What follows belongs to an exercise in optimizing a design on an open flow for small area; a production flow would make more cautious choices.
At most, simulation tests tie the RTL to the original design; equivalence was not proved.
The RTL of runs 2 to 6 was laid out without a check of its function.
No activity file was given, so power comes from the tool's default toggle rates. The flow treats the clock pin as an ideal source, which a real chip does not have.

<file path="flow/flow/run.sh">
#!/bin/bash
# Standard ORFS layout, with the smallest buffer on the ports and a clock tree of
# larger sink clusters without dummy loads.
set -euo pipefail
export BUFFER_PORTS_ARGS="-buffer_cell sky130_fd_sc_hd__buf_1"
export CTS_ARGS="-sink_clustering_enable -repair_clock_nets -dont_use_dummy_load -sink_clustering_size 25 -sink_clustering_max_diameter 150"
bash standard.sh > standard_flow.log 2>&1
</file>
<file path="flow/standard.sh">
#!/bin/bash
# synth_recipe.tcl (not shown) runs the flow's synth.tcl, then flattens the netlist and writes it again
# the make line also repeats each setting of config.mk as NAME=value (left out here)
make -C /OpenROAD-flow-scripts/flow DESIGN_CONFIG=/design/flow/config.mk WORK_HOME=/design/flow/orfs CLKGATE_MAP_FILE= SYNTH_SCRIPT=/design/flow/synth_recipe.tcl "${@:-finish}"
</file>
<file path="flow/config.mk">
export PLATFORM = sky130hd
export DESIGN_NAME = rsign_ctrl
export DESIGN_NICKNAME = rsign_ctrl
export VERILOG_FILES = /design/flow/design.v
export SDC_FILE = /design/flow/constraint.sdc
export NUM_CORES = 4
export LEC_CHECK = 0
export CAP_MARGIN = 20
export CORE_MARGIN = 2
export CORE_UTILIZATION = 40
export SLEW_MARGIN = 20
</file>
<file path="flow/constraint.sdc">
create_clock -name core_clock -period 5.0 [get_ports {clk}]
set_input_delay 1.0000 -clock core_clock [delete_from_list [all_inputs] [get_ports {clk}]]
set_output_delay 1.0000 -clock core_clock [all_outputs]
set_load 0.01 [all_outputs]
</file>
<file path="flow/design.v">
module rsign_ctrl #(
    parameter int unsigned FM_DEPTH   = 64,
    parameter int unsigned PARA_WIDTH = 16,
    parameter int unsigned FM_SIZE    = 784,
    parameter int unsigned RSIGN_LAT  = 1
) (
    input  logic                                 clk,
    input  logic                                 rstn,
    input  logic                                 para_s_valid,
    input  logic [PARA_WIDTH-1:0]                para_s_data,
    output logic                                 para_s_ready,
    input  logic                                 win_valid,
    output logic                                 in_ready,
    output logic                                 rsign_valid,
    output logic [FM_DEPTH-1:0][PARA_WIDTH-1:0]  para_out,
    output logic                                 out_valid,
    output logic                                 frame_done,
    output logic                                 para_loaded,
    output logic [$clog2(FM_SIZE+1)-1:0]         win_cnt
);
    localparam int unsigned IdxW = (FM_DEPTH > 1) ? $clog2(FM_DEPTH) : 1;
    localparam int unsigned CntW = $clog2(FM_SIZE + 1);
    logic [IdxW-1:0]                      idx_q;
    logic                                 shadow_full_q;
    logic [FM_DEPTH-1:0][PARA_WIDTH-1:0]  shadow_n_q;    
    logic [FM_DEPTH-1:0][PARA_WIDTH-1:0]  active_n_q;    
    logic                                 para_loaded_q;
    logic                                 run_q;
    logic                                 vld_q;
    logic                                 last_q;
    logic [CntW-1:0]                      win_cnt_q;
    logic                                 beat, accept, last_acc, commit;
    assign para_s_ready = ~shadow_full_q;
    assign beat         = para_s_valid & ~shadow_full_q;
    assign in_ready     = run_q | (para_loaded_q & ~last_q & ~shadow_full_q);
    assign accept       = win_valid & in_ready;
    assign rsign_valid  = accept;
    assign out_valid    = vld_q;
    assign frame_done   = last_q;
    assign para_out     = ~(active_n_q | {(FM_DEPTH*PARA_WIDTH){~para_loaded_q}});
    assign para_loaded  = para_loaded_q;
    assign win_cnt      = win_cnt_q;
    assign last_acc = accept & (win_cnt_q == CntW'(FM_SIZE - 1));
    assign commit   = shadow_full_q & ~run_q;
    always_ff @(posedge clk) begin
        if (beat) shadow_n_q <= {~para_s_data, shadow_n_q[FM_DEPTH-1:1]};
    end
    always_ff @(posedge clk or negedge rstn) begin
        if (!rstn) begin
            idx_q         <= '0;
            shadow_full_q <= 1'b0;
        end else if (beat) begin
            idx_q <= idx_q + IdxW'(1);
            if (idx_q == IdxW'(FM_DEPTH - 1)) shadow_full_q <= 1'b1;
        end else if (commit) begin
            shadow_full_q <= 1'b0;
        end
    end
    always_ff @(posedge clk) begin
        if (commit) active_n_q <= shadow_n_q;
    end
    always_ff @(posedge clk or negedge rstn) begin
        if (!rstn) begin
            para_loaded_q <= 1'b0;
        end else if (commit) begin
            para_loaded_q <= 1'b1;
        end
    end
    always_ff @(posedge clk or negedge rstn) begin
        if (!rstn) begin
            run_q     <= 1'b0;
            vld_q     <= 1'b0;
            last_q    <= 1'b0;
            win_cnt_q <= '0;
        end else begin
            vld_q  <= accept;
            last_q <= last_acc;
            if (accept) run_q <= ~last_acc;
            if (last_q) win_cnt_q <= '0;
            else if (accept) win_cnt_q <= win_cnt_q + CntW'(1);
        end
    end
endmodule
</file>
==> metrics.md, run 1 <==
| Metric | Value |
|---|---|
| Post-cts hold buffer count | 0 |
| DRC Markers | 0 |
| Max cap viols | 0 |
| Placer Congestion | 0.814 |
| Clk_skew | around 0.090 ns |
| Distinct cells, synth | 31 |
| Number of global-route vias before repair | about 30000 |
| GRT Overall Usage | 17.2% |
| Worst EP required | about 4 ns |
| First-pass DRT Iterations | 5 |
| # clock sinks | 2069 |
| FILL cells | ~15000 |
| Clk slew on worst S/H paths | ~0.11 ns |
| Synth top area cells | edfxtp_1 (89%), nor2b_1 (9.2%), dfrtp_1 (0.76%) |
| Number of nets in the layout | ~4400 |
| Area of placed instances | 0.0766 sq mm |
| Ys Warns | 1 |
| Status | complete, no violations |
| Post-route core utilization | 45.9% |
| Largest net degree at the start of global routing | about 160 |
| Commonest non-fill, non-tap cell in the layout | edfxtp_1 |
| Worst Setup End Kind | output pin |
| Maximum vdd drop | 270 uV |
| Final Cycle Share | between 80% and 90% |
| Setup TNS | 0 ns |
| Min Tclk post-route | 4.12 ns |
| Final WS setup | 0.880 ns |
| Num CTS Buffers | 93 |
| Slew of the pin with the lowest slew margin | between 0.9 and 1 ns |
| Hold Slack | 0.220 ns |
| Synth top area share | 88.6% |
| Flop2flop setup slack | 2.45 ns |
| Syn nets | 3318 |
| Post-DRT Antenna Nets | 0 |
| Synthesis-to-layout area growth | 13.7% |
| Slew Viols, Final | 0 |
| Rel. slew slack | a little under two fifths |
| Core box area | 0.172 sq mm |
| Post-Syn Area | around 0.069 sq mm |
| Yosys top cell by area | edfxtp_1 |
| First-pass GRT wire length | 217 mm |
| Clk latency of the worst-skew pair | 0.74 ns |
| Final HPWL DP | 113 mm |
| Most frequent cells in the layout | edfxtp_1 (2048), buf_1 (1059), nor2b_1 (1024) |
| Initial Util | 40.4% |
| Row count | 152 |
| Synth Area per Inst | approximately 21 sq um |
| Ports | 1060 |
| CTS max path bufs | 3 |
| Arr. time, crit path | about 3.1 ns |
| PwrDens | about 400 mW/mm^2 |
| Width of the die | between 400 and 500 um |
| Fraction of layout cells with a size suffix above 1 | 3.73% |
| FF-to-FF path depth | 5 |
| Fin. Hold Viols | 0 |
| Crit Path Max Fanout | 100 |
| Critical Path Start Type | flop |
| Leak Pwr | 24.6 nW |
| Hold WC Path Type | input pin to async pin |
| Die area | 0.177 sq mm |
| Post-CTS resize count | 0 |
| Final WL | 160 mm |
| Post-CTS setup buffer count | 0 |
| IO buf count | 1059 |
| Max Clk Rate | 0.243 GHz |
| Congestion Overflow GR | 0 |
| Vias per inst | 4.65 |
| RSZ-0062 raised after global routing | false |
| Yosys reg bits | 2069 |
| Cells after Synth | 3296 |
| Crit Path Category | flop to output pin |
| Place WS | between 1.5 and 2 ns |
| Antenna violations before repair | 2 |
| Via count | 31200 |
| Die height | 421 um |
| Fin area | 0.0789 sq mm |
| Post-synthesis sequential area ratio | 89.4% |
| Setup violators final | 0 |
| H-tree depth | 3 |
| Wire length per cell | 23.9 um |
| Clock root buffer | clkbuf_16 |
| DRT iter0 DRCs | 2791 |
| CTS tree | done |
## worst max-delay path, stage by stage, from the launching register on
cell,delay [ns]
dfrtp_4,1.03
buf_4,0.70
nor2b_1,0.34
buf_1,0.19
## final timing paths
check	startpoint	to
max	para_loaded_q	para_out[299]
min	rstn	win_cnt_q[1]
max reg2reg	para_loaded_q	win_cnt_q[4]
min reg2reg	shadow_n_q[10]	active_n_q[10]
max in group asynchronous	rstn	para_loaded_q
min in group core_clock	shadow_n_q[10]	active_n_q[10]
## metal layers
metal | GRT usage, % | wire, um | share of wire (%) | vias up
met5 | 0 | 11 | 0.0069 | -
met4 | 6.44 | 5660 | 3.5 | 2
met3 | 5.57 | 13300 | 8.3 | 196
met2 | 30.7 | 84000 | 52 | 1003
met1 | 19.1 | 57500 | 36 | 15900
li1 | - | - | - | 14100
## where the power goes
part           switching [W]  internal, W  leakage, nW
sequential           0.00101       0.0214         19.5
combinational       0.000693     0.000160         4.04
clock                0.00486      0.00333         1.15
## Yosys cell counts (all sizes together)
library cell and instances:
nor3b 1, nor2b 1025, a21oi 4, inv 21
clkbuf 116, or3 1, nand4 4, a211o 1
ha 2, a31oi 1, and2 1, nor2 11
mux2i 1, or4 3, o31ai 2, nand2 6
and4 2, nand3 3, buf 1, o211ai 2
dfrtp 21, xnor2 5, xor2 6, mux2 1
nand4bb 1, o21ai 4, edfxtp 2048, a211oi 1
or2 1
## area by class of cell
type	instances	area (sq um)	area share, %
Clock buffer	93	2330	2.95
Timing Repair Buffer	1121	4730	5.99
Inverter	21	78.8	0.0999
Antenna cell	1	2.50	0.00317
Sequential cell	2069	62000	78.6
Tap cell	2310	2890	3.66
Multi-Input combinational cell	1089	6860	8.69
## registers in the layout, summed over array words and instances, names as in the netlist
signal,cells
run_q,1
idx_q,6
shadow_n_q,1024
active_n_q,1024
shadow_full_q,1
para_loaded_q,1
win_cnt_q,10
vld_q,1
last_q,1
## through the flow
stage	total power, W	cells
2_1_floorplan	0.0228	3296
3_3_place_gp	0.0236	6610
3_5_place_dp	0.0237	6610
6_report	0.0314	6704
4_1_cts	0.0318	6703
5_1_grt	0.0325	6703
## logic make-up (layout without fill, tap and decap cells)
family	after synthesis	count (layout)	synth area share [%]
AND/OR/NAND/NOR	1059	1059	9.52
flip-flops	2069	2069	89.4
buffers and inverters	138	1235	0.752
adder cells (fa/ha/maj)	2	2	0.0361
other	0	1	0
AO/OA/AOI/OAI	15	15	0.139
XOR/XNOR	11	11	0.139
multiplexers	2	2	0.0307
==> run 2, diff against run 1 <==
--- a/flow/design.v
+++ b/flow/design.v
@@ -25,5 +25,5 @@
     logic [FM_DEPTH-1:0][PARA_WIDTH-1:0]  shadow_n_q;    
     logic [FM_DEPTH-1:0][PARA_WIDTH-1:0]  active_n_q;    
-    logic                                 para_loaded_q;
+    logic                                 unloaded_q;    
     logic                                 run_q;
     logic                                 vld_q;
@@ -33,11 +33,11 @@
     assign para_s_ready = ~shadow_full_q;
     assign beat         = para_s_valid & ~shadow_full_q;
-    assign in_ready     = run_q | (para_loaded_q & ~last_q & ~shadow_full_q);
+    assign in_ready     = run_q | ~(unloaded_q | last_q | shadow_full_q);
     assign accept       = win_valid & in_ready;
     assign rsign_valid  = accept;
     assign out_valid    = vld_q;
     assign frame_done   = last_q;
-    assign para_out     = ~(active_n_q | {(FM_DEPTH*PARA_WIDTH){~para_loaded_q}});
-    assign para_loaded  = para_loaded_q;
+    assign para_out     = ~(active_n_q | {(FM_DEPTH*PARA_WIDTH){unloaded_q}});
+    assign para_loaded  = ~unloaded_q;
     assign win_cnt      = win_cnt_q;
     assign last_acc = accept & (win_cnt_q == CntW'(FM_SIZE - 1));
@@ -62,7 +62,7 @@
     always_ff @(posedge clk or negedge rstn) begin
         if (!rstn) begin
-            para_loaded_q <= 1'b0;
+            unloaded_q <= 1'b1;
         end else if (commit) begin
-            para_loaded_q <= 1'b1;
+            unloaded_q <= 1'b0;
         end
     end
==> metrics.md, run 2 <==
| Metric | Value |
|---|---|
| Combinational Power Share | 0.4% (-2.3 points) |
| Reg area | 0.0620 sq mm (about the same) |
| H-tree depth | 3 (unchanged) |
| Cells after Synth | 3291 (-0.15%) |
| FF-to-FF path depth | 3 (-2) |
| Wire length per cell | 25.0 um (+4.3%) |
| Synth top area share | 92.1% (+3.4 points) |
| Post-CTS setup buffer count | 0 (unchanged) |
| Largest net degree at the start of global routing | 190 (+23%) |
| Synth top area cells | edfxtp_1 (92%), nor2_1 (5.8%), dfrtp_1 (0.75%) |
| Number of nets in the layout | 4422 (+0.11%) |
| Clk slew on worst S/H paths | 0.09 ns (-0.02 ns) |
| # clock sinks | 2069 (unchanged) |
| Commonest cells in the netlist | edfxtp_1 (2048), nor2_1 (1035), clkbuf_1 (114) |
| Worst Setup End Kind | output pin |
| Hold WC Path Type | input pin to async pin |
| PwrDens | 356 mW/mm^2 (-11%) |
| Width of the die | 413 um (-1.9%) |
| Yosys reg bits | 2069 (unchanged) |
| Post-synthesis compound-gate area fraction | 0.140% (+0.0016 points) |
| Sw Ratio | 18.3% (-2.6 points) |
| Clk pwr share | 30.5% (+4.4 points) |
| Commonest non-fill, non-tap cell in the layout | edfxtp_1 |
| Crit Path Max Fanout | 90 (-10%) |
| IO buf count | 1059 (unchanged) |
| Mux cell area share after synthesis | 0.0318% (+0.0012 points) |
| Maximum vdd drop | 284 uV (+5.4%) |
| DRC Markers | 0 (unchanged) |
| Clk_skew | 0.107 ns (+0.0174 ns) |
| Num CTS Buffers | 96 (+3.2%) |
| Most frequent cell after synthesis | edfxtp_1 |
| Met1 Use GR | 22.3% (+3.1 points) |
| Slew of the pin with the lowest slew margin | 0.874 ns (-0.0691 ns) |
| Main synth FF type | edfxtp_1 |
| Final Cycle Share | 74.5% (-7.8 points) |
| Critical Path Start Type | flop |
| Post-cts hold buffer count | 0 (unchanged) |
| Seq pwr share | 69.1% (-2.1 points) |
| Number of global-route vias before repair | 30000 (-2.0%) |
| Distinct cells, synth | 33 (+6.5%) |
| Critical-path cell list | buf_4 -> nor2_1 -> buf_1 |
| Leak Pwr | 24.3 nW (-1.5%) |
| Min Tclk post-route | 3.73 ns (-0.392 ns) |
| Syn nets | 3313 (-0.15%) |
| Worst path slowest cell | dfstp_4 |
| Antenna violations before repair | 6 (+4) |
| Total power | 0.0272 W (-13%) |
| Post-synthesis sequential area ratio | 92.9% (+3.5 points) |
| Largest family of logic cells by synthesized area | simple AND/OR/NAND/NOR gates |
| Final WL | 164 mm (+2.5%) |
| GR Layer Usage met2 | 31.0% (+0.38 points) |
| Max cap viols | 0 (unchanged) |
| FILL cells | 14200 (-4.2%) |
| Die height | 413 um (-1.9%) |
| Yosys top cell by area | edfxtp_1 |
| Ys async rst share | 1.01% (unchanged) |
| DRT iter0 DRCs | 3157 (+13%) |
| Post-CTS resize count | 0 (unchanged) |
| Ports | 1060 (unchanged) |
| Multi-input gate area | 0.00426 sq mm (-38%) |
| P_sw | 0.00498 W (-24%) |
| Post-Synth Simple-Gate Area | 6.01% (-3.5 points) |
| Reg-to-Reg End | shadow_n_q[589] |
| Core box area | 0.165 sq mm (-3.8%) |
| Post-route core utilization | 46.2% (+0.31 points) |
| Most Crowded Layer GR | met2 |
| Row count | 149 (-2.0%) |
| EDFF count, synth | 2048 (unchanged) |
| Via count | 31500 (+1.1%) |
| Flop2flop setup slack | 2.60 ns (+0.15 ns) |
| CTS tree | done |
| Rel. slew slack | 41.7% (+4.6 points) |
| Placer Congestion | 0.833 (+2.4%) |
| First-pass GRT wire length | 220 mm (+1.6%) |
| Setup TNS | 0 ns (unchanged) |
| Arr. time, crit path | 2.73 ns (-0.39 ns) |
| Status | complete, no violations |
| Vias per inst | 4.78 (+2.8%) |
| Fin. Hold Viols | 0 (unchanged) |
| Met3 usage | 7.43% (+1.9 points) |
| Place WS | 1.90 ns (+0.260 ns) |
| Post-Syn Area | 0.0668 sq mm (-3.7%) |
| Crit Reg-Reg Startpoint | shadow_full_q |
| Slew Viols, Final | 0 (unchanged) |
| Congestion Overflow GR | 0 (unchanged) |
| Synthesis-to-layout area growth | 14.4% |
| Worst EP required | 4.00 ns (about the same) |
| RSZ-0062 raised after global routing | false |
| P_int | 0.0222 W (-11%) |
| Synth Area per Inst | 20.3 sq um (-3.6%) |
| Max Clk Rate | 0.268 GHz (+11%) |
| Synth Area in Adders | 0.0375% (+0.0014 points) |
| Final HPWL DP | 117 mm (+3.3%) |
| Initial Util | 40.4% (about the same) |
| CTS max path bufs | 3 (unchanged) |
| Final WS setup | 1.27 ns (+0.392 ns) |
| Post-DRT Antenna Nets | 0 (unchanged) |
| Setup violators final | 0 (unchanged) |
| Synth Area in XOR/XNOR | 0.144% (+0.0054 points) |
| Most frequent cells in the layout | edfxtp_1 (2048), buf_1 (1058), nor2_1 (1034) |
| First-pass DRT Iterations | 5 (unchanged) |
| Clock root buffer | clkbuf_16 |
| Die area | 0.170 sq mm (-3.7%) |
| Fraction of layout cells with a size suffix above 1 | 3.96% (+0.22 points) |
| Largest stage delay on the critical path | 0.93 ns (-0.10 ns) |
| GRT Overall Usage | 18.4% (+1.2 points) |
| Clk latency of the worst-skew pair | 0.73 ns (about the same) |
| Ys Warns | 1 (unchanged) |
| Crit Path Category | flop to output pin |
| Top Registers | active_n_q: 1024 flops, shadow_n_q: 1024 flops, win_cnt_q: 10 flops |
[run 2: how the worst max path moves through the flow]
| stage | startpoint | slack, ns | end |
|---|---|---|---|
| floorplan | shadow_full_q | -11.06 | active_n_q[0] |
| global placement | para_s_valid | 1.92 | shadow_n_q[617] |
| detailed placement | para_s_valid | 1.90 | shadow_n_q[617] |
| CTS | unloaded_q | 1.18 | para_out[72] |
| global route | unloaded_q | 1.07 | para_out[72] |
| finish | unloaded_q | 1.27 | para_out[72] |
[run 2: logic make-up (layout without fill, tap and decap cells)]
group | Yosys count | count (layout)
AO/OA/AOI/OAI | 14 | 14
XOR/XNOR | 11 | 11
adder cells (fa/ha/maj) | 2 | 2
buffers and inverters | 138 | 1245
flip-flops | 2069 | 2069
multiplexers | 2 | 2
other | 0 | 3
AND/OR/NAND/NOR | 1055 | 1055
[run 2: layout make-up]
class                           count  share of cell area, %
Sequential cell                  2069                   81.2
Antenna cell                        3                0.00982
Clock buffer                       96                   3.14
Tap cell                         2189                   3.58
Inverter                           21                  0.103
Multi-Input combinational cell   1084                   5.58
Timing Repair Buffer             1128                   6.41
[run 2: critical path: cells and delay by family, from the launching register on]
kind | cells | cell delay (ns)
and+or+nand+nor | 1 | 0.17
DFF | 1 | 0.93
buffers and inverters | 2 | 0.88
[run 2: layer usage]
metal	wire, um	share of wire (%)
met1	62400	38
met4	3450	2.1
met5	0	0
met2	81900	50
met3	16800	10
[run 2: per-stage QoR]
step / instance area [sq um] / hold WS (ns) / std cells
2_1_floorplan: 66800 / 0.400 / 3291
3_3_place_gp: 74000 / 0.402 / 6491
3_5_place_dp: 74000 / 0.405 / 6491
4_1_cts: 76400 / 0.382 / 6587
5_1_grt: 76400 / 0.269 / 6587
6_report: 76400 / 0.296 / 6590
[run 2: power groups by stage]
stage          combinational [W]  clock (W)  sequential [W]
6_report                0.000112    0.00831          0.0188
5_1_grt                 0.000126    0.00908          0.0188
4_1_cts                 0.000114    0.00858          0.0188
3_5_place_dp            0.000114          0          0.0192
3_3_place_gp            0.000111          0          0.0192
2_1_floorplan          0.0000577          0          0.0192
==> run 3, diff against run 2 <==
--- a/flow/config.mk
+++ b/flow/config.mk
@@ -8,4 +8,5 @@
 export CAP_MARGIN = 20
 export CORE_MARGIN = 2
-export CORE_UTILIZATION = 40
+export CORE_UTILIZATION = 65
+export PLACE_DENSITY = 0.75
 export SLEW_MARGIN = 20
==> metrics.md, run 3 <==
| Metric | Value |
|---|---|
| Clk_skew | 0.0425 ns (-0.0649 ns) |
| Multi-input gate area | 0.00426 sq mm (unchanged) |
| RSZ-0062 raised after global routing | false |
| Max Clk Rate | 0.266 GHz (-0.98%) |
| Met2 WL post-DR | 82.0 mm (about the same) |
| Maximum vdd drop | 349 uV (+23%) |
| Top Registers | active_n_q: 1024 flops, shadow_n_q: 1024 flops, win_cnt_q: 10 flops |
| Ports | 1060 (unchanged) |
| Post-CTS setup buffer count | 0 (unchanged) |
| CTS max path bufs | 3 (unchanged) |
| FILL cells | 5715 (-60%) |
| Synth top area share | 92.1% (unchanged) |
| Die height | 325 um (-21%) |
| Leak Pwr | 24.2 nW (-0.45%) |
| Setup violators final | 0 (unchanged) |
| Setup crit start | unloaded_q |
| Yosys top cell by area | edfxtp_1 |
| CTS tree | done |
| Critical Path Start Type | flop |
| Post-cts hold buffer count | 0 (unchanged) |
| Synth Area per Inst | 20.3 sq um (unchanged) |
| Largest net degree at the start of global routing | 201 (+5.8%) |
| Number of nets in the layout | 4410 (-0.27%) |
| Synthesis-to-layout area growth | 12.5% |
| Post-Syn Area | 0.0668 sq mm (unchanged) |
| Row count | 117 (-21%) |
| Synth top area cells | edfxtp_1 (92%), nor2_1 (5.8%), dfrtp_1 (0.75%) |
| DRT met1 WL | 53.8 mm (-14%) |
| Num CTS Buffers | 92 (-4.2%) |
| Commonest non-fill, non-tap cell in the layout | edfxtp_1 |
| Final Cycle Share | 75.3% (+0.74 points) |
| Crit Path Max Fanout | 200 (+120%) |
| P_sw | 0.00477 W (-4.2%) |
| Reg area | 0.0620 sq mm (unchanged) |
| Clock root buffer | clkbuf_16 |
| Distinct cells, synth | 33 (unchanged) |
| Width of the die | 325 um (-21%) |
| Initial Util | 65.6% (+25 points) |
| Worst Setup End Kind | output pin |
| Vias per inst | 5.64 (+18%) |
| Slew of the pin with the lowest slew margin | 1.02 ns (+0.145 ns) |
| Post-synthesis sequential area ratio | 92.9% (unchanged) |
| Congestion Overflow GR | 0 (unchanged) |
| Wire length per cell | 27.4 um (+9.7%) |
| DRC Markers | 0 (unchanged) |
| Status | complete, no violations |
| Arr. time, crit path | 2.76 ns (+0.03 ns) |
| Max cap viols | 0 (unchanged) |
| Post-placement cell count | 5662 (-13%) |
| First-pass DRT Iterations | 5 (unchanged) |
| P_int | 0.0221 W (-0.60%) |
| Post-DRT Antenna Nets | 0 (unchanged) |
| EDFF count, synth | 2048 (unchanged) |
| DRT iter0 DRCs | 4104 (+30%) |
| Core box area | 0.102 sq mm (-38%) |
| Antenna violations before repair | 8 (+2) |
| Most frequent cells in the layout | edfxtp_1 (2048), buf_1 (1059), nor2_1 (1034) |
| Fraction of layout cells with a size suffix above 1 | 3.67% (-0.29 points) |
| IO buf count | 1059 (unchanged) |
| Number of global-route vias before repair | 30600 (+2.1%) |
| # clock sinks | 2069 (unchanged) |
| Top routing layer used | met5 |
| Combinational Power Share | 0.4% (about the same) |
| GRT Overall Usage | 29.3% (+11 points) |
| Slew Viols, Final | 0 (unchanged) |
| Crit Reg-Reg Startpoint | shadow_full_q |
| Sw Ratio | 17.8% (-0.55 points) |
| Clk slew on worst S/H paths | 0.09 ns (about the same) |
| Rel. slew slack | 31.9% (-9.8 points) |
| H-tree depth | 3 (unchanged) |
| Clk pwr share | 29.6% (-0.9 points) |
| PwrDens | 358 mW/mm^2 (+0.39%) |
| Min Tclk post-route | 3.76 ns (+0.0370 ns) |
| Ys async rst share | 1.01% (unchanged) |
| Worst EP required | 4.00 ns (about the same) |
| Hold WC Path Type | input pin to async pin |
| Post-CTS resize count | 0 (unchanged) |
| Clk latency of the worst-skew pair | 0.70 ns (-0.03 ns) |
| Via count | 32400 (+2.9%) |
| Most frequent cell after synthesis | edfxtp_1 |
| Final HPWL DP | 112 mm (-4.2%) |
| Fin. Hold Viols | 0 (unchanged) |
| FF-to-FF path depth | 3 (unchanged) |
| Routed length on met3 | 15.4 mm (-7.9%) |
| Seq pwr share | 69.9% (+0.8 points) |
| Placer Congestion | 0.912 (+9.5%) |
| Final WL | 158 mm (-4.2%) |
| Yosys reg bits | 2069 (unchanged) |
| Final std cells w/o fill | 5756 (-13%) |
| Cells after Synth | 3291 (unchanged) |
| Hold Slack | 0.311 ns (+0.0150 ns) |
| Die area | 0.105 sq mm (-38%) |
| First-pass GRT wire length | 216 mm (-1.9%) |
| Syn nets | 3313 (unchanged) |
| Crit Path Category | flop to output pin |
| Setup TNS | 0 ns (unchanged) |
| Main synth FF type | edfxtp_1 |
| Ys Warns | 1 (unchanged) |
| Commonest cells in the netlist | edfxtp_1 (2048), nor2_1 (1035), clkbuf_1 (114) |
==> run 3: changes by cell type in the layout (fill, tap and decap cells not counted) <==
cell,before,now
buf_4,37,34
buf_12,32,27
clkbuf_2,1,0
diode_2,3,2
buf_1,1058,1059
clkbuf_16,96,92
==> run 3: routing by layer <==
layer | vias up | global-route usage (%)
met3 | 250 | 8.59
met2 | 1787 | 50.9
met5 | - | 0
li1 | 14100 | -
met1 | 16300 | 35.3
met4 | 2 | 10.4
==> run 3: worst paths after layout <==
| check | endpoint | slack (ns) |
|---|---|---|
| min in group core_clock | shadow_n_q[78] | 0.41 |
| max in group asynchronous | unloaded_q | 4.39 |
| min reg2reg | shadow_n_q[78] | 0.41 |
| min | idx_q[4] | 0.31 |
| max reg2reg | shadow_n_q[1013] | 2.46 |
| max | para_out[218] | 1.24 |
==> run 3: kinds of logic (layout without fill, tap and decap cells) <==
| kind of cell | after synthesis | count (layout) | synth area share [%] |
|---|---|---|---|
| AO/OA/AOI/OAI | 14 | 14 | 0.140 |
| XOR/XNOR | 11 | 11 | 0.144 |
| adder cells (fa/ha/maj) | 2 | 2 | 0.0375 |
| buffers and inverters | 138 | 1233 | 0.787 |
| flip-flops | 2069 | 2069 | 92.9 |
| multiplexers | 2 | 2 | 0.0318 |
| other | 0 | 2 | 0 |
| AND/OR/NAND/NOR | 1055 | 1055 | 6.01 |
==> run 3: worst max-delay path: stages, from the launching register on <==
cell	delay, ns
dfstp_4	0.98
buf_12	0.57
nor2_1	0.16
buf_1	0.19
==> run 3: power groups by stage <==
stage | combinational [W] | clock (W) | sequential (W)
6_report | 0.000120 | 0.00796 | 0.0188
5_1_grt | 0.000134 | 0.00858 | 0.0188
4_1_cts | 0.000121 | 0.00808 | 0.0188
3_5_place_dp | 0.000120 | 0 | 0.0192
3_3_place_gp | 0.000115 | 0 | 0.0192
2_1_floorplan | 0.0000577 | 0 | 0.0192
==> run 3: through the flow <==
stage	util [%]	power (W)	worst slack, ns	area (sq um)
2_1_floorplan	-	0.0193	-11.06	66800
3_3_place_gp	71.5	0.0193	1.86	72900
3_5_place_dp	71.5	0.0193	1.88	72900
4_1_cts	73.8	0.0270	1.20	75200
5_1_grt	73.8	0.0275	1.10	75200
6_report	73.8	0.0269	1.24	75200
==> run 3: layout make-up <==
type                       count  area share, %
antenna                        2        0.00666
sequential                  2069           82.5
inverter                      21          0.105
timing repair buffer        1120           6.35
clock buffer                  92           3.06
multi-input combinational   1084           5.67
tap                         1368           2.28
==> run 4, diff against run 3 <==
--- a/flow/design.v
+++ b/flow/design.v
@@ -28,17 +28,18 @@
     logic                                 run_q;
     logic                                 vld_q;
-    logic                                 last_q;
+    logic                                 drain;
     logic [CntW-1:0]                      win_cnt_q;
     logic                                 beat, accept, last_acc, commit;
     assign para_s_ready = ~shadow_full_q;
     assign beat         = para_s_valid & ~shadow_full_q;
-    assign in_ready     = run_q | ~(unloaded_q | last_q | shadow_full_q);
+    assign in_ready     = run_q | ~(unloaded_q | drain | shadow_full_q);
     assign accept       = win_valid & in_ready;
     assign rsign_valid  = accept;
     assign out_valid    = vld_q;
-    assign frame_done   = last_q;
+    assign frame_done   = drain;
     assign para_out     = ~(active_n_q | {(FM_DEPTH*PARA_WIDTH){unloaded_q}});
     assign para_loaded  = ~unloaded_q;
     assign win_cnt      = win_cnt_q;
+    assign drain    = &(win_cnt_q | ~CntW'(FM_SIZE));
     assign last_acc = accept & (win_cnt_q == CntW'(FM_SIZE - 1));
     assign commit   = shadow_full_q & ~run_q;
@@ -71,11 +72,9 @@
             run_q     <= 1'b0;
             vld_q     <= 1'b0;
-            last_q    <= 1'b0;
             win_cnt_q <= '0;
         end else begin
             vld_q  <= accept;
-            last_q <= last_acc;
             if (accept) run_q <= ~last_acc;
-            if (last_q) win_cnt_q <= '0;
+            if (drain) win_cnt_q <= '0;
             else if (accept) win_cnt_q <= win_cnt_q + CntW'(1);
         end
==> flow/flow/run.sh (replaced) <==
#!/bin/bash
# Standard ORFS layout, with the smallest buffer on the ports and a clock tree of
# larger sink clusters without dummy loads.
set -euo pipefail
export BUFFER_PORTS_ARGS="-buffer_cell sky130_fd_sc_hd__buf_1"
export CTS_ARGS="-sink_clustering_enable -repair_clock_nets -dont_use_dummy_load -sink_clustering_size 30 -sink_clustering_max_diameter 150"
bash standard.sh > standard_flow.log 2>&1
--- a/flow/config.mk
+++ b/flow/config.mk
@@ -6,7 +6,7 @@
 export NUM_CORES = 4
 export LEC_CHECK = 0
-export CAP_MARGIN = 20
+export CAP_MARGIN = 0
 export CORE_MARGIN = 2
 export CORE_UTILIZATION = 65
 export PLACE_DENSITY = 0.75
-export SLEW_MARGIN = 20
+export SLEW_MARGIN = 0
==> metrics.md, run 4 <==
| Metric | Value |
|---|---|
| Hold WC Path Type | input pin to async pin |
| Worst Setup End Kind | output pin |
| Largest net degree at the start of global routing | 151 (-25%) |
| Commonest non-fill, non-tap cell in the layout | edfxtp_1 |
| Arr. time, crit path | 2.88 ns (+0.12 ns) |
| Post-CTS setup buffer count | 0 (unchanged) |
| Synth top area share | 92.1% (about the same) |
| Min Tclk post-route | 3.88 ns (+0.115 ns) |
| Worst EP required | 4.00 ns (about the same) |
| Slew Viols, Final | 0 (unchanged) |
| Number of nets in the layout | 4394 (-0.36%) |
| Clk latency of the worst-skew pair | 0.68 ns (-0.02 ns) |
| Initial Util | 65.6% (about the same) |
| Crit Path Category | flop to output pin |
| Setup crit start | unloaded_q |
| Synthesis-to-layout area growth | 12.1% |
| Clock root buffer | clkbuf_16 |
| DRT iter0 DRCs | 4252 (+3.6%) |
| Top Registers | active_n_q: 1024 flops, shadow_n_q: 1024 flops, win_cnt_q: 10 flops |
| H-tree depth | 3 (unchanged) |
| Number of global-route vias before repair | 30500 (-0.63%) |
| Setup TNS | 0 ns (unchanged) |
| Fraction of layout cells with a size suffix above 1 | 3.71% (+0.036 points) |
| Most frequent cell after synthesis | edfxtp_1 |
| Max Clk Rate | 0.258 GHz (-3.0%) |
| Max cap viols | 0 (unchanged) |
| Commonest cells in the netlist | edfxtp_1 (2048), nor2_1 (1026), clkbuf_1 (81) |
| Final WS setup | 1.12 ns (-0.115 ns) |
| Syn nets | 3300 (-0.39%) |
| Row count | 117 (unchanged) |
| Reg-to-Reg End | active_n_q[20] |
| Core box area | 0.102 sq mm (unchanged) |
| Width of the die | 325 um (about the same) |
| Placer Congestion | 0.935 (+2.5%) |
| Final Cycle Share | 77.6% (+2.3 points) |
| Routed length on met3 | 14.8 mm (-4.4%) |
| First-pass GRT wire length | 215 mm (-0.23%) |
| Synth Area per Inst | 20.4 sq um (+0.39%) |
| Rel. slew slack | 30.8% (-1.1 points) |
| Met2 WL post-DR | 80.5 mm (-1.8%) |
| GRT Overall Usage | 29.3% (about the same) |
| CTS max path bufs | 3 (unchanged) |
| Flop2flop setup slack | 2.40 ns (-0.06 ns) |
| Crit Reg-Reg Startpoint | shadow_full_q |
| CTS tree | done |
| Post-Syn Area | 0.0668 sq mm (about the same) |
| Num CTS Buffers | 78 (-15%) |
| Clk_skew | 0.0270 ns (-0.0156 ns) |
| IO buf count | 1058 (-0.094%) |
| Via count | 32400 (-0.19%) |
| EDFF count, synth | 2048 (unchanged) |
| Antenna violations before repair | 1 (-7) |
| First-pass DRT Iterations | 5 (unchanged) |
| Distinct cells, synth | 30 (-9.1%) |
| Congestion Overflow GR | 0 (unchanged) |
| PwrDens | 408 mW/mm^2 (+14%) |
| Post-route core utilization | 73.5% (-0.29 points) |
| FILL cells | 5792 (+1.3%) |
| DRT met1 WL | 54.9 mm (+1.9%) |
| Post-DRT Antenna Nets | 0 (unchanged) |
| Multi-input gate area | 0.00424 sq mm (-0.50%) |
| Ys async rst share | 0.967% (-0.048 points) |
| Leak Pwr | 24.8 nW (+2.8%) |
| RSZ-0062 raised after global routing | false |
| # clock sinks | 2068 (-0.048%) |
| Post-CTS resize count | 0 (unchanged) |
| Die area | 0.105 sq mm (about the same) |
| Most frequent cells in the layout | edfxtp_1 (2048), buf_1 (1058), nor2_1 (1025) |
| Hold Slack | 0.281 ns (-0.0294 ns) |
| Status | complete, no violations |
| Vias per inst | 5.64 (+0.12%) |
| Place WS | 1.85 ns (-0.0300 ns) |
| Fin. Hold Viols | 0 (unchanged) |
| Maximum vdd drop | 325 uV (-6.8%) |
| FF-to-FF path depth | 3 (unchanged) |
| Setup violators final | 0 (unchanged) |
| Main synth FF type | edfxtp_1 |
| Critical Path Start Type | flop |
| Antenna diode count | 0 (-2) |
| Top routing layer used | met4 |
| Post-cts hold buffer count | 0 (unchanged) |
| Clk slew on worst S/H paths | 0.11 ns (+0.02 ns) |
| Final HPWL DP | 114 mm (+1.5%) |
| Wire length per cell | 27.5 um (+0.56%) |
| Slew of the pin with the lowest slew margin | 1.04 ns (+0.0188 ns) |
| Ports | 1060 (unchanged) |
| Yosys top cell by area | edfxtp_1 |
| Final WL | 158 mm (+0.24%) |
| Ys Warns | 1 (unchanged) |
| Synth top area cells | edfxtp_1 (92%), nor2_1 (5.8%), dfrtp_1 (0.71%) |
| Die height | 325 um (about the same) |
| Post-synthesis sequential area ratio | 92.8% (about the same) |
| Reg area | 0.0620 sq mm (about the same) |
| Crit Path Max Fanout | 90 (-55%) |
| Yosys reg bits | 2068 (-0.048%) |
| Cells after Synth | 3278 (-0.40%) |
| DRC Markers | 0 (unchanged) |
run 4: final cells by class:
class | instances | area share, %
repair buffers | 1131 | 6.52
flip-flops and latches | 2068 | 82.8
well taps | 1368 | 2.29
clock buffers | 78 | 2.61
multi-input cells | 1074 | 5.67
inverters | 19 | 0.0953
run 4: cell families (layout without fill, tap and decap cells):
family | after synthesis | count (layout) | synth area share [%]
flops | 2068 | 2068 | 92.8
xor+xnor | 14 | 14 | 0.184
simple gates | 1052 | 1052 | 6.01
fa+ha+maj | 2 | 2 | 0.0375
mux | 3 | 3 | 0.0618
buf+inv | 136 | 1228 | 0.845
compound gates | 2 | 2 | 0.0318
other cells | 1 | 1 | 0.00561
run 4: how the worst max path moves through the flow:
| stage | end | slack (ns) | cells past startpoint |
|---|---|---|---|
| 2_1_floorplan | active_n_q[0] | -11.05 | 1 |
| 3_3_place_gp | para_out[449] | 1.90 | 3 |
| 3_5_place_dp | para_out[510] | 1.85 | 4 |
| 4_1_cts | para_out[69] | 1.09 | 4 |
| 5_1_grt | para_out[69] | 1.02 | 4 |
| 6_report | para_out[69] | 1.12 | 4 |
run 4: worst max-delay path, cell delays in order, from the launching register on:
cell and delay (ns):
dfstp_4 1.21, buf_12 0.30, buf_12 0.31, nor2_1 0.11, buf_1 0.15
run 4: per-stage QoR:
step / total power [W] / cells / area (sq um)
after CTS: 0.0306 / 5738 / 74900
final: 0.0305 / 5738 / 74900
after floorplan: 0.0228 / 3278 / 66800
after global routing: 0.0313 / 5738 / 74900
after detailed placement: 0.0236 / 5660 / 72900
after global placement: 0.0234 / 5660 / 72900
run 4: where the power goes:
group	switching (W)	internal [W]
combinational	0.000661	0.000161
clock	0.00453	0.00283
sequential	0.000993	0.0214
total	0.00618	0.0244
run 4: layer usage:
metal  up-vias  global-route usage (%)
met5         -                       0
met2      1817                    49.5
met3       256                    6.29
met1     16300                    37.1
li1      14000                       -
met4         0                    13.4
==> run 5, diff against run 4 <==
--- a/flow/config.mk
+++ b/flow/config.mk
@@ -6,7 +6,7 @@
 export NUM_CORES = 4
 export LEC_CHECK = 0
-export CAP_MARGIN = 0
+export CAP_MARGIN = 20
 export CORE_MARGIN = 2
 export CORE_UTILIZATION = 65
 export PLACE_DENSITY = 0.75
-export SLEW_MARGIN = 0
+export SLEW_MARGIN = 20
==> metrics.md, run 5 <==
| Metric | Value |
|---|---|
| Clk latency of the worst-skew pair | 0.68 ns (about the same) |
| Antenna violations before repair | 1 (unchanged) |
| Commonest non-fill, non-tap cell in the layout | edfxtp_1 |
| Post-cts hold buffer count | 0 (unchanged) |
| Most frequent cells in the layout | edfxtp_1 (2048), buf_1 (1058), nor2_1 (1025) |
| Fraction of layout cells with a size suffix above 1 | 3.71% (unchanged) |
| Max cap viols | 0 (unchanged) |
| Antenna diode count | 0 (unchanged) |
| Crit Path Max Fanout | 90 (unchanged) |
| CTS max path bufs | 3 (unchanged) |
| IO buf count | 1058 (unchanged) |
| Cells after Synth | 3278 (unchanged) |
| Slew Viols, Final | 0 (unchanged) |
| Placer Congestion | 0.935 (unchanged) |
| Main synth FF type | edfxtp_1 |
| Congestion Overflow GR | 0 (unchanged) |
| FF-to-FF path depth | 3 (unchanged) |
| Core box area | 0.102 sq mm (unchanged) |
| Final WS setup | 1.12 ns (unchanged) |
| Largest net degree at the start of global routing | 151 (unchanged) |
| Commonest cells in the netlist | edfxtp_1 (2048), nor2_1 (1026), clkbuf_1 (81) |
| CP Buf/Inv Count | 3 (unchanged) |
| Most frequent cell after synthesis | edfxtp_1 |
| Reg-to-Reg End | active_n_q[20] |
| Yosys reg bits | 2068 (unchanged) |
| Crit Reg-Reg Startpoint | shadow_full_q |
| Clk slew on worst S/H paths | 0.11 ns (about the same) |
| Num CTS Buffers | 78 (unchanged) |
| Synth top area share | 92.1% (unchanged) |
| First-pass GRT wire length | 215 mm (unchanged) |
| Row count | 117 (unchanged) |
| Setup violators final | 0 (unchanged) |
| Critical Path Start Type | flop |
| Final HPWL DP | 114 mm (unchanged) |
| Distinct cells, synth | 30 (unchanged) |
| CP top delay family | flip-flops |
| Final WL | 158 mm (unchanged) |
| Ys async rst share | 0.967% (unchanged) |
| Wire length per cell | 27.5 um (unchanged) |
| Rel. slew slack | 30.8% (unchanged) |
| Number of nets in the layout | 4394 (unchanged) |
| H-tree depth | 3 (unchanged) |
| Crit Path Category | flop to output pin |
| Yosys top cell by area | edfxtp_1 |
| Post-DRT Antenna Nets | 0 (unchanged) |
| Die height | 325 um (unchanged) |
| Ports | 1060 (unchanged) |
| Initial Util | 65.6% (unchanged) |
| Fin. Hold Viols | 0 (unchanged) |
| Slew of the pin with the lowest slew margin | 1.04 ns (unchanged) |
| Critical-path cell list | buf_12 -> buf_12 -> nor2_1 -> buf_1 |
| Maximum vdd drop | 325 uV (unchanged) |
| DRC Markers | 0 (unchanged) |
| Flop2flop setup slack | 2.40 ns (about the same) |
| Synth Area per Inst | 20.4 sq um (unchanged) |
| GRT Overall Usage | 29.3% (unchanged) |
| Min Tclk post-route | 3.88 ns (unchanged) |
| Worst Setup End Kind | output pin |
| Post-CTS resize count | 0 (unchanged) |
| Post-synthesis sequential area ratio | 92.8% (unchanged) |
| Post-CTS setup buffer count | 0 (unchanged) |
| Width of the die | 325 um (unchanged) |
| Final std cells w/o fill | 5738 (unchanged) |
| RSZ-0062 raised after global routing | false |
| Final Cycle Share | 77.6% (unchanged) |
| Clock root buffer | clkbuf_16 |
| Worst EP required | 4.00 ns (about the same) |
| Synthesis-to-layout area growth | 12.1% (unchanged) |
| EDFF count, synth | 2048 (unchanged) |
| Number of global-route vias before repair | 30500 (unchanged) |
| Max Clk Rate | 0.258 GHz (unchanged) |
| Top Registers | active_n_q: 1024 flops, shadow_n_q: 1024 flops, win_cnt_q: 10 flops |
| Post-Syn Area | 0.0668 sq mm (unchanged) |
| Post-placement cell count | 5660 (unchanged) |
| First-pass DRT Iterations | 5 (unchanged) |
| Worst path slowest cell | dfstp_4 |
| Via count | 32400 (unchanged) |
| PwrDens | 408 mW/mm^2 (unchanged) |
| Die area | 0.105 sq mm (unchanged) |
| Place WS | 1.85 ns (unchanged) |
| Clk_skew | 0.0270 ns (unchanged) |
| Hold WC Path Type | input pin to async pin |
| Arr. time, crit path | 2.88 ns (about the same) |
| Syn nets | 3300 (unchanged) |
| # clock sinks | 2068 (unchanged) |
| Leak Pwr | 24.8 nW (unchanged) |
| Setup TNS | 0 ns (unchanged) |
| Largest stage delay on the critical path | 1.21 ns (about the same) |
| Cell mode on critical path | buf_12 |
| Synth top area cells | edfxtp_1 (92%), nor2_1 (5.8%), dfrtp_1 (0.71%) |
| DRT iter0 DRCs | 4252 (unchanged) |
| CTS tree | done |
| Ys Warns | 1 (unchanged) |
| Vias per inst | 5.64 (unchanged) |
| Status | complete, no violations |
| Hold Slack | 0.281 ns (unchanged) |
==> run 5: cell counts after synthesis <==
Identical to the previous run, type by type.
==> run 5: how the worst max path moves through the flow <==
stage	cells after the start	from	endpoint	slack [ns]
after floorplan	1	run_q	active_n_q[0]	-11.05
after global placement	3	unloaded_q	para_out[449]	1.90
after detailed placement	4	unloaded_q	para_out[510]	1.85
after CTS	4	unloaded_q	para_out[69]	1.09
after global routing	4	unloaded_q	para_out[69]	1.02
final	4	unloaded_q	para_out[69]	1.12
==> run 5: per-layer routing <==
layer / routed length [um] / GRT usage [%]
met1: 54900 / 37.1
met2: 80500 / 49.5
met3: 14800 / 6.29
met4: 7820 / 13.4
met5: 0 / 0
==> run 5: area by class of cell <==
cell class | instances | area [sq um]
Timing Repair Buffer | 1131 | 4880
Sequential cell | 2068 | 62000
Fill cell | 5792 | 27000
Tap cell | 1368 | 1710
Inverter | 19 | 71.3
Clock buffer | 78 | 1950
Multi-Input combinational cell | 1074 | 4240
==> run 5: through the flow <==
| step | total power [W] | cell area, sq um | util (%) |
|---|---|---|---|
| 2_1_floorplan | 0.0228 | 66800 | - |
| 3_3_place_gp | 0.0234 | 72900 | 71.6 |
| 3_5_place_dp | 0.0236 | 72900 | 71.6 |
| 4_1_cts | 0.0306 | 74900 | 73.5 |
| 5_1_grt | 0.0313 | 74900 | 73.5 |
| 6_report | 0.0305 | 74900 | 73.5 |
==> run 5: power by group <==
group          total (W)  leakage, nW  switching, W  internal [W]
registers         0.0224         19.4      0.000993        0.0214
logic           0.000822         4.44      0.000661      0.000161
clock network    0.00736        0.961       0.00453       0.00283
total             0.0305         24.8       0.00618        0.0244
==> run 5: logic make-up (layout without fill, tap and decap cells) <==
family,count (synthesis),count (layout),share of synthesized area [%]
adders and majority gates,2,2,0.0375
buffers and inverters,136,1228,0.845
other,1,1,0.00561
DFF,2068,2068,92.8
muxes,3,3,0.0618
xor gates and xnor gates,14,14,0.184
and+or+nand+nor,1052,1052,6.01
AOI/OAI and AO/OA,2,2,0.0318
==> run 6, diff against run 5 <==
--- a/flow/config.mk
+++ b/flow/config.mk
@@ -8,5 +8,6 @@
 export CAP_MARGIN = 20
 export CORE_MARGIN = 2
-export CORE_UTILIZATION = 65
-export PLACE_DENSITY = 0.75
+export CORE_UTILIZATION = 75
+export GPL_TIMING_DRIVEN = 0
+export PLACE_DENSITY = 0.85
 export SLEW_MARGIN = 20
==> metrics.md, run 6 <==
| Metric | Value |
|---|---|
| Flop2flop setup slack | 1.66 ns (-0.74 ns) |
| Core box area | 0.0884 sq mm (-13%) |
| Post-Syn Area | 0.0668 sq mm (unchanged) |
| Post-synthesis sequential area ratio | 92.8% (unchanged) |
| DRT iter0 DRCs | 6190 (+46%) |
| Yosys reg bits | 2068 (unchanged) |
| Antenna violations before repair | 7 (+6) |
| Clk slew on worst S/H paths | 0.11 ns (about the same) |
| Fraction of layout cells with a size suffix above 1 | 3.96% (+0.26 points) |
| Arr. time, crit path | 3.65 ns (+0.77 ns) |
| CTS tree | done |
| Die height | 302 um (-6.8%) |
| Congestion Overflow GR | 0 (unchanged) |
| Clock root buffer | clkbuf_16 |
| Synth Area per Inst | 20.4 sq um (unchanged) |
| Syn nets | 3300 (unchanged) |
| Ys async rst share | 0.967% (unchanged) |
| Status | complete, no violations |
| Yosys top cell by area | edfxtp_1 |
| Maximum vdd drop | 536 uV (+65%) |
| Post-DRT Antenna Nets | 0 (unchanged) |
| Worst EP required | 4.00 ns (about the same) |
| P_sw | 0.00665 W (+7.6%) |
| Commonest cells in the netlist | edfxtp_1 (2048), nor2_1 (1026), clkbuf_1 (81) |
| First-pass GRT wire length | 267 mm (+24%) |
| Die area | 0.0915 sq mm (-13%) |
| Most frequent cell after synthesis | edfxtp_1 |
| Crit Path Category | flop to output pin |
| Top Registers | active_n_q: 1024 flops, shadow_n_q: 1024 flops, win_cnt_q: 10 flops |
| Post-CTS setup buffer count | 0 (unchanged) |
| Number of nets in the layout | 4491 (+2.2%) |
| Num CTS Buffers | 78 (unchanged) |
| Commonest non-fill, non-tap cell in the layout | edfxtp_1 |
| Final WL | 199 mm (+26%) |
| Synth top area share | 92.1% (unchanged) |
| # clock sinks | 2068 (unchanged) |
| Hold Slack | 0.303 ns (+0.0219 ns) |
| GRT Overall Usage | 43.3% (+14 points) |
| Row count | 109 (-6.8%) |
| Distinct cells, synth | 30 (unchanged) |
| Final Cycle Share | 92.9% (+15 points) |
| Slew of the pin with the lowest slew margin | 1.15 ns (+0.108 ns) |
| Setup violators final | 0 (unchanged) |
| Clk pwr share | 24.6% (+0.5 points) |
| P_int | 0.0244 W (about the same) |
| H-tree depth | 3 (unchanged) |
| FILL cells | 3232 (-44%) |
| Crit Reg-Reg Startpoint | shadow_full_q |
| Hold WC Path Type | input pin to async pin |
| Min Tclk post-route | 4.65 ns (+0.768 ns) |
| Ys Warns | 1 (unchanged) |
| Via count | 37000 (+14%) |
| Cells after Synth | 3278 (unchanged) |
| Synthesis-to-layout area growth | 13.1% |
| Post-cts hold buffer count | 0 (unchanged) |
| Reg area | 0.0620 sq mm (about the same) |
| Critical Path Start Type | flop |
| Width of the die | 302 um (-6.8%) |
| Slew Viols, Final | 0 (unchanged) |
| Synth top area cells | edfxtp_1 (92%), nor2_1 (5.8%), dfrtp_1 (0.71%) |
| Most frequent cells in the layout | edfxtp_1 (2048), buf_1 (1059), nor2_1 (1025) |
| Placer Congestion | 0.951 (+1.8%) |
| Rel. slew slack | 23.6% (-7.2 points) |
| Number of global-route vias before repair | 35800 (+18%) |
| CTS max path bufs | 3 (unchanged) |
| FF-to-FF path depth | 5 (+2) |
| Sw Ratio | 21.4% (+1.2 points) |
| Max Clk Rate | 0.215 GHz (-17%) |
| First-pass DRT Iterations | 9 (+4) |
| Max cap viols | 0 (unchanged) |
| Setup TNS | 0 ns (unchanged) |
| PwrDens | 411 mW/mm^2 (+0.71%) |
| IO buf count | 1058 (unchanged) |
| Crit Path Max Fanout | 10 (-89%) |
| Reg-to-Reg End | shadow_n_q[283] |
| Wire length per cell | 35.3 um (+28%) |
| Initial Util | 75.6% (+10 points) |
| Clk_skew | 0.0661 ns (+0.0391 ns) |
| DRC Markers | 0 (unchanged) |
| Final HPWL DP | 133 mm (+17%) |
| EDFF count, synth | 2048 (unchanged) |
| Main synth FF type | edfxtp_1 |
| Worst Setup End Kind | output pin |
| Ports | 1060 (unchanged) |
| Leak Pwr | 25.2 nW (+1.5%) |
| Seq pwr share | 72.8% (-0.4 points) |
| Largest net degree at the start of global routing | 156 (+3.3%) |
| Multi-input gate area | 0.00423 sq mm (-0.18%) |
| Combinational Power Share | 2.6% (about the same) |
| RSZ-0062 raised after global routing | false |
| Post-CTS resize count | 0 (unchanged) |
| Vias per inst | 6.57 (+16%) |
| Clk latency of the worst-skew pair | 0.69 ns (about the same) |
| Fin. Hold Viols | 0 (unchanged) |
run 6: cell count changes in the layout (fill, tap and decap cells not counted), moves of 11 or more:
cell | previous run | this run
buf_16 | 0 | 35
clkbuf_1 | 0 | 80
buf_2 | 0 | 32
buf_4 | 44 | 2
buf_12 | 29 | 18
run 6: worst max path at each step:
stage | start | slack (ns) | end
2_1_floorplan | run_q | -11.05 | active_n_q[0]
3_3_place_gp | run_q | -17.49 | active_n_q[819]
3_5_place_dp | para_s_valid | 1.12 | shadow_n_q[350]
4_1_cts | unloaded_q | 0.55 | para_out[413]
5_1_grt | unloaded_q | 0.29 | para_out[414]
6_report | unloaded_q | 0.35 | para_out[413]
run 6: cell families (layout without fill, tap and decap cells):
logic type	count (synthesis)	after routing	share of synthesized area, %
other	1	2	0.00561
muxes	3	3	0.0618
adders and majority gates	2	2	0.0375
DFF	2068	2068	92.8
and+or+nand+nor	1052	1052	6.01
AOI/OAI and AO/OA	2	2	0.0318
xor gates and xnor gates	14	14	0.184
buffers and inverters	136	1325	0.845
run 6: worst max-delay path, cell delays in order, from the launching register on:
cell and delay, ns:
dfstp_2 0.54, buf_4 0.32, clkbuf_1 0.89, clkbuf_1 0.60, nor2_1 0.38, buf_1 0.22
run 6: per-layer routing:
layer | global-route usage (%) | wire length, um | vias to the layer above | share of wire, %
met5 | 0.466 | 113 | - | 0.057
met4 | 32.9 | 19800 | 10 | 10
met3 | 16.0 | 28800 | 997 | 14
met2 | 69.4 | 95300 | 3920 | 48
met1 | 47.3 | 55000 | 17800 | 28
li1 | - | - | 14300 | -
run 6: cell type report:
type	count	area share, %
antenna	1	0.00331
buffer	117	0.681
clock buffer	78	2.58
inverter	19	0.0944
multi-input combinational	1074	5.61
sequential	2068	82.1
tap	1165	1.93
timing repair buffer	1111	7.01
run 6: metrics by stage:
stage,cells,util (%),power (W),area [sq um],worst slack (ns)
2_1_floorplan,3278,-,0.0228,66800,-11.05
5_1_grt,5632,85.5,0.0315,75500,0.286
6_report,5633,85.5,0.0310,75500,0.353
3_5_place_dp,5554,83.3,0.0236,73600,1.12
3_3_place_gp,5501,81.8,0.0235,72200,-17.49
4_1_cts,5632,85.5,0.0309,75500,0.548
run 6: power by group through the flow:
stage	Clock (W)	Sequential [W]	Combinational, W
global route	0.00802	0.0226	0.000871
CTS	0.00759	0.0225	0.000798
global placement	0	0.0228	0.000704
finish	0.00764	0.0226	0.000806
floorplan	0	0.0223	0.000493
detailed placement	0	0.0228	0.000793
==> run 7, diff against run 6 <==
--- a/flow/design.v
+++ b/flow/design.v
@@ -41,5 +41,6 @@
     assign para_loaded  = ~unloaded_q;
     assign win_cnt      = win_cnt_q;
-    assign drain    = &(win_cnt_q | ~CntW'(FM_SIZE));
+    localparam logic [CntW-1:0] SizeBits = CntW'(FM_SIZE);
+    assign drain    = ((win_cnt_q & SizeBits) == SizeBits);
     assign last_acc = accept & (win_cnt_q == CntW'(FM_SIZE - 1));
     assign commit   = shadow_full_q & ~run_q;
--- a/flow/config.mk
+++ b/flow/config.mk
@@ -8,6 +8,5 @@
 export CAP_MARGIN = 20
 export CORE_MARGIN = 2
-export CORE_UTILIZATION = 75
-export GPL_TIMING_DRIVEN = 0
-export PLACE_DENSITY = 0.85
+export CORE_UTILIZATION = 65
+export PLACE_DENSITY = 0.75
 export SLEW_MARGIN = 20
==> metrics.md, run 7 <==
| Metric | Value |
|---|---|
| Rel. slew slack | 34.2% (+11 points) |
| CTS max path bufs | 3 (unchanged) |
| Leak Pwr | 24.8 nW (-1.7%) |
| Hold WC Path Type | input pin to async pin |
| First-pass DRT Iterations | 8 (-1) |
| Cells after Synth | 3293 (+0.46%) |
| Final HPWL DP | 114 mm (-14%) |
| # clock sinks | 2068 (unchanged) |
| Syn nets | 3315 (+0.45%) |
| Worst EP required | 4.00 ns (about the same) |
| Fin. Hold Viols | 0 (unchanged) |
| Post-CTS resize count | 0 (unchanged) |
| Commonest cells in the netlist | edfxtp_1 (2048), nor2_1 (1034), clkbuf_1 (112) |
| GRT Overall Usage | 29.7% (-14 points) |
| Slew Viols, Final | 0 (unchanged) |
| Distinct cells, synth | 33 (+10%) |
| EDFF count, synth | 2048 (unchanged) |
| DRT iter0 DRCs | 4076 (-34%) |
| Antenna violations before repair | 6 (-1) |
| RSZ-0062 raised after global routing | false |
| Crit Path Max Fanout | 156 (+146) |
| Wire length per cell | 27.8 um (-21%) |
| Min Tclk post-route | 3.86 ns (-0.786 ns) |
| Worst Setup End Kind | output pin |
| Critical Path Start Type | flop |
| Area of placed instances | 0.0728 sq mm (-1.0%) |
| Top Registers | active_n_q: 1024 flops, shadow_n_q: 1024 flops, win_cnt_q: 10 flops |
| Clk_skew | 0.0535 ns (-0.0126 ns) |
| Die area | 0.105 sq mm (+15%) |
| Crit Reg-Reg Startpoint | shadow_full_q |
| Post-placement cell count | 5662 (+1.9%) |
| Initial Util | 65.6% (-10 points) |
| Synth Area per Inst | 20.3 sq um (-0.45%) |
| H-tree depth | 3 (unchanged) |
| Maximum vdd drop | 411 uV (-23%) |
| Most frequent cell after synthesis | edfxtp_1 |
| Max Clk Rate | 0.259 GHz (+20%) |
| Number of nets in the layout | 4396 (-2.1%) |
| Post-synthesis sequential area ratio | 92.8% (about the same) |
| Via count | 32300 (-13%) |
| Status | complete, no violations |
| Slew of the pin with the lowest slew margin | 0.987 ns (-0.159 ns) |
| Clock root buffer | clkbuf_16 |
| Yosys top cell by area | edfxtp_1 |
| Post-Syn Area | 0.0668 sq mm (about the same) |
| Vias per inst | 5.62 (-15%) |
| Most frequent cells in the layout | edfxtp_1 (2048), buf_1 (1059), nor2_1 (1033) |
| CTS tree | done |
| Synth top area cells | edfxtp_1 (92%), nor2_1 (5.8%), dfrtp_1 (0.71%) |
| Ports | 1060 (unchanged) |
| Clk latency of the worst-skew pair | 0.68 ns (about the same) |
| Synthesis-to-layout area growth | 12.0% |
| Ys Warns | 1 (unchanged) |
| Place WS | 1.90 ns (+0.787 ns) |
| Post-cts hold buffer count | 0 (unchanged) |
| First-pass GRT wire length | 218 mm (-18%) |
| Max cap viols | 0 (unchanged) |
| Num CTS Buffers | 78 (unchanged) |
| Setup crit start | unloaded_q |
| Post-CTS setup buffer count | 0 (unchanged) |
| Setup violators final | 0 (unchanged) |
| Width of the die | 325 um (+7.3%) |
| Crit Path Category | flop to output pin |
| Die height | 325 um (+7.3%) |
| Main synth FF type | edfxtp_1 |
| Row count | 117 (+7.3%) |
| FILL cells | 5833 (+80%) |
| Placer Congestion | 0.920 (-3.3%) |
| Final WS setup | 1.14 ns (+0.786 ns) |
| Congestion Overflow GR | 0 (unchanged) |
| Fraction of layout cells with a size suffix above 1 | 3.32% (-0.65 points) |
| Post-DRT Antenna Nets | 0 (unchanged) |
| Arr. time, crit path | 2.86 ns (-0.79 ns) |
| Synth top area share | 92.1% (about the same) |
| Number of global-route vias before repair | 30500 (-15%) |
| Core box area | 0.102 sq mm (+15%) |
| Setup TNS | 0 ns (unchanged) |
| Commonest non-fill, non-tap cell in the layout | edfxtp_1 |
| Final WL | 160 mm (-20%) |
| DRC Markers | 0 (unchanged) |
| PwrDens | 383 mW/mm^2 (-6.8%) |
| Fin area | 0.0748 sq mm (-1.0%) |
| Yosys reg bits | 2068 (unchanged) |
| Final std cells w/o fill | 5743 (+2.0%) |
| IO buf count | 1059 (+0.095%) |
| Final Cycle Share | 77.2% (-16 points) |
| Post-route core utilization | 73.4% (-12 points) |
| Clk slew on worst S/H paths | 0.12 ns (about the same) |
| Ys async rst share | 0.967% (unchanged) |
| Largest net degree at the start of global routing | 176 (+13%) |
run 7: worst paths after layout:
check	endpoint	slack (ns)	depth (start not counted)
worst max register to register	active_n_q[907]	2.36	4
worst max-delay path	para_out[328]	1.14	3
max in group asynchronous	unloaded_q	4.43	2
worst min-delay path	vld_q	0.28	2
worst min register to register	shadow_n_q[396]	0.41	0
min in group core_clock	shadow_n_q[396]	0.41	0
run 7: kinds of logic (layout without fill, tap and decap cells):
kind of cell             after synthesis  in the layout  synth area share [%]
flip-flops                          2068           2068                  92.8
AND/OR/NAND/NOR                     1057           1057                  6.00
buffers and inverters                138           1217                 0.789
AO/OA/AOI/OAI                         17             17                 0.202
XOR/XNOR                               9              9                 0.118
adder cells (fa/ha/maj)                2              2                0.0375
multiplexers                           2              2                0.0318
other                                  0              3                     0
run 7: layout make-up:
type	count	area [sq um]	area share [%]
Sequential cell	2068	62000	82.9
Antenna cell	3	7.51	0.0100
Timing Repair Buffer	1117	4740	6.33
Inverter	22	82.6	0.110
Tap cell	1368	1710	2.29
Clock buffer	78	1950	2.61
Multi-Input combinational cell	1087	4280	5.72
run 7: routing by layer:
| layer | vias to the layer above | part of all wire, % | global-route usage [%] |
|---|---|---|---|
| met5 | - | 0 | 0 |
| met4 | 0 | 4.8 | 13.0 |
| met3 | 274 | 10 | 7.61 |
| met2 | 1769 | 51 | 50.7 |
| met1 | 16200 | 34 | 36.2 |
| li1 | 14100 | - | - |
run 7: critical path, cell delays in order (launching register included):
cell and delay (ns):
dfstp_4 1.13, buf_12 0.48, nor2_1 0.19, buf_1 0.17
run 7: stage by stage:
stage | hold slack [ns] | total power, W
finish | 0.277 | 0.0286
detailed placement | 0.405 | 0.0216
CTS | 0.254 | 0.0287
global placement | 0.401 | 0.0215
global route | 0.296 | 0.0293
floorplan | 0.400 | 0.0211
run 7: power by group:
part	total [W]	switching, W	internal, W
combinational	0.000625	0.000484	0.000141
sequential	0.0206	0.000550	0.0201
clock	0.00741	0.00458	0.00283

[static timing again, ports no longer ideal]
The results above use ideal ports. As a check the final layouts listed here were re-extracted and re-timed, cells and wires unchanged.
Step 1 (the two cells are an assumption about what drives the block):
set clk [get_ports {clk}]
set_driving_cell -lib_cell sky130_fd_sc_hd__clkbuf_16 $clk
set_driving_cell -lib_cell sky130_fd_sc_hd__buf_2 [delete_from_list [all_inputs] $clk]
Step 2 moves the port delays by t, midway between the first and last clock arrival at a register: inputs arrive t later, outputs are due t later. That takes back most of the time a late clock gives input paths.
Slacks: no drivers / after step 1 / after step 2; pairs: no drivers / after step 1.
run | t (ns) | setup slack, ns | clock arrival spread, ns | slew at the worst register clock pin (ns)
run 1 | 0.779 | 0.880 / 0.798 / 1.577 | 0.091 / 0.091 | 0.11 / 0.11
run 2 | 0.770 | 1.273 / 1.183 / 1.934 | 0.121 / 0.121 | 0.10 / 0.10
run 3 | 0.742 | 1.236 / 1.169 / 1.848 | 0.054 / 0.054 | 0.10 / 0.10
run 4 | 0.738 | 1.120 / 1.052 / 1.790 | 0.028 / 0.028 | 0.11 / 0.11
run 5 | 0.738 | 1.120 / 1.052 / 1.790 | 0.028 / 0.028 | 0.11 / 0.11
run 6 | 0.726 | 0.353 / 0.282 / 0.992 | 0.068 / 0.067 | 0.12 / 0.12
run 7 | 0.722 | 1.139 / 1.075 / 1.797 | 0.058 / 0.058 | 0.12 / 0.12
After both steps every run listed still meets setup and hold.
